This is an optimization exercise on Yosys and OpenROAD, whose aim is small area, not a production implementation.
Only simulation tests tie the RTL to the original design; equivalence was not proved.
No activity file was given, so power comes from the tool's default toggle rates.

Design mips_cpu, start of the top module:
module mips_cpu (
    input  logic        clk,
    input  logic        arst_n_i,
    input  logic [31:0] rom_data_i,
    output logic [31:0] rom_addr_o,
    output logic        rom_en_o,
    input  logic [31:0] ram_data_i,
    output logic        ram_en_o,
    output logic        ram_wr_en_o,
    output logic [31:0] ram_addr_o,
    output logic [31:0] ram_data_o
);
    localparam logic [3:0] C_NOP  = 4'h0;
    localparam logic [3:0] C_ADDU = 4'h1;
    localparam logic [3:0] C_SW   = 4'h2;
    localparam logic [3:0] C_SUBU = 4'h3;
    localparam logic [3:0] C_AND  = 4'h4;
    localparam logic [3:0] C_OR   = 4'h5;
    localparam logic [3:0] C_XOR  = 4'h6;
    localparam logic [3:0] C_NOR  = 4'h7;
    localparam logic [3:0] C_LW   = 4'h8;
    localparam logic [3:0] C_ADDI = 4'h9;
    localparam logic [3:0] C_SLT  = 4'ha;
    localparam logic [3:0] C_SLTU = 4'hb;
    localparam logic [3:0] C_ANDI = 4'hc;
    localparam logic [3:0] C_ORI  = 4'hd;
    localparam logic [3:0] C_XORI = 4'he;
    localparam logic [3:0] C_LUI  = 4'hf;
    logic        stall;
    logic        advance;
  ...
For scale: about 3100 cells after synthesis, roughly 170 I/O pins.
Settings: LEC_CHECK=0, CAP_MARGIN=5, CORE_MARGIN=2, CORE_UTILIZATION=50, CTS_BUF_LIST=sky130_fd_sc_hd__clkbuf_16, CTS_CLUSTER_DIAMETER=100, CTS_CLUSTER_SIZE=25, GPL_TIMING_DRIVEN=0, PLACE_DENSITY=0.6, SETUP_SLACK_MARGIN=0.2, SLEW_MARGIN=5, SYNTH_HIERARCHICAL=1; clock period 6.0 ns.
standard.sh (not shown) runs the stock make flow with config.mk's settings and CLKGATE_MAP_FILE= SYNTH_SCRIPT=/design/flow/synth_recipe.tcl, a recipe that flattens the netlist after the stock synthesis.
==> flow/flow/run.sh <==
#!/bin/bash
# The standard layout (standard.sh, unchanged synthesis and steps), with
# the input and output port buffers made from the smallest buffer cell and an
# area-recovery pass after global routing (flow/grt_post.tcl)
set -o pipefail
here=$(pwd)
bash standard.sh BUFFER_PORTS_ARGS="-buffer_cell sky130_fd_sc_hd__buf_1" \
    POST_GLOBAL_ROUTE_TCL="$here/flow/grt_post.tcl" finish 2>&1 | tee standard_make.log
==> flow/flow/grt_post.tcl <==
# Sourced by ORFS's global_route.tcl as POST_GLOBAL_ROUTE_TCL, before it
# writes 5_1_grt.odb.  Area recovery: gates with slack to spare are
# downsized, then slew and capacitance are repaired again and the timing
# re-checked, each time re-legalising and re-routing the changed nets.  The
# route guides are written again for detailed routing.
log_cmd global_route -start_incremental
log_cmd repair_timing -recover_power 100 -setup_margin $::env(SETUP_SLACK_MARGIN) -verbose
repair_design_helper
log_cmd detailed_placement
log_cmd global_route -end_incremental

log_cmd estimate_parasitics -global_routing
log_cmd global_route -start_incremental
repair_timing_helper -setup
log_cmd detailed_placement
log_cmd global_route -end_incremental

log_cmd estimate_parasitics -global_routing
write_guides $::env(RESULTS_DIR)/route.guide
Edit:
==> flow/flow/run.sh (replaced) <==
#!/bin/bash
# The standard layout (standard.sh) with three changes:
# - synthesis is the standard flow's own script (synth_recipe.tcl, unchanged) except that
#   its abc calls use flow/abc_map.script: ORFS's speed script without the
#   final buffering and up/down-sizing, which placement repairs anyway;
#   registers, their names and cells are untouched by abc
# - the input and output port buffers use the smallest buffer cell
# - an area-recovery pass after global routing (flow/grt_post.tcl)
set -o pipefail
here=$(pwd)
{
  echo 'proc abc {args} {'
  echo '  set i [lsearch -exact $args -script]'
  echo "  if {\$i >= 0} { lset args [expr {\$i + 1}] $here/flow/abc_map.script }"
  echo '  yosys abc {*}$args'
  echo '}'
  cat synth_recipe.tcl
} > flow_synth.tcl
bash standard.sh SYNTH_SCRIPT="$here/flow_synth.tcl" \
    BUFFER_PORTS_ARGS="-buffer_cell sky130_fd_sc_hd__buf_1" \
    POST_GLOBAL_ROUTE_TCL="$here/flow/grt_post.tcl" finish 2>&1 | tee standard_make.log
==> flow/flow/abc_map.script (new file) <==
&get -n
&st
&dch
&nf
&st
&syn2
&if -g -K 6
&synch2
&nf
&st
&syn2
&if -g -K 6
&synch2
&nf
&st
&syn2
&if -g -K 6
&synch2
&nf
&st
&syn2
&if -g -K 6
&synch2
&nf
&st
&syn2
&if -g -K 6
&synch2
&nf
&put
topo
stime -c
CAP_MARGIN = 10   (was 5)
SLEW_MARGIN = 10   (was 5)
Result: The changed run finished clean. Synthesized cell count shrinks by 2.1%. Setup slack is better by 130 ps. Sequential power stays flat. Die area went down by 1.8%. Global-route usage shrinks by 0.79 points. Final cell count shrinks by 1.7%. Worst hold slack barely changes. Via count fell by 0.56%. Routed wire length went down by 3.3%.
Edit:
--- a/flow/flow/run.sh
+++ b/flow/flow/run.sh
@@ -3,4 +3,5 @@
 # - synthesis is the standard flow's own script (synth_recipe.tcl, unchanged) except that
-#   its abc calls use flow/abc_map.script: ORFS's speed script without the
-#   final buffering and up/down-sizing, which placement repairs anyway;
+#   its abc calls use flow/abc_map.script: an area-leaning mapping (choice
+#   computation and area-flow mapping, no final buffering or sizing, which
+#   placement repairs anyway);
 #   registers, their names and cells are untouched by abc
==> flow/flow/abc_map.script (replaced) <==
&get -n
&st
&dch
&nf -R 1000
&put
topo
Worst setup slack loses 9.1 ps.
Clock-buffer cell count goes down by 3.
Non-clock buffer count goes up by 28.
Final cell count goes down by 0.32%.
Clock power goes down by about 1%.
Clock skew goes down by 3.5 ps.
Hold slack is about the same.
Routed wire length goes down by 0.84%.
Via count goes down by 1.1%.
Total power goes up by 0.71%.
Edit:
==> flow/flow/abc_map.script (replaced) <==
&get -n
&st
&synch2
&nf
&st
&dch
&nf
&put
topo
What happened:
- total power increases slightly
- global-route usage rises by 1.3 points
- cell count stays flat
- design area barely changes
- routed wire length rose by a few percent
- clock skew stays flat

## what the ideal ports hide
The results above use ideal ports. As a check the final layouts listed here were re-extracted and re-timed, cells and wires unchanged.
Step 1 sets driving cells, clkbuf_16 on the clock port and buf_2 on the other inputs (assumed; they add their load-dependent delay and slew).
Step 2 times the ports against the registers' clock, not the clock port: input delays grow and output delays shrink by t, the midpoint of the rising clock arrivals with the driver on.
Slacks: ideal / step 1 / step 2; pairs: ideal / step 1.
run	t, ns	slack for setup (ns)	worst setup path after step 2	worst data-port slew with drivers (ns)
the first run	0.750	0.212 / 0.212 / 0.012	input to register	0.04
the second run	0.742	0.338 / 0.338 / -0.285	input to register	0.06
the third run	0.772	0.329 / 0.329 / 0.135	input to register	0.08
the fourth run	0.752	0.351 / 0.351 / -0.140	input to register	0.05
With both steps, setup timing fails in the second run and the fourth run, where it was met with ideal ports. For the second run, which loses most, drivers alone change the setup slack by 0.000 ns; drivers and shift together by -0.623 ns.
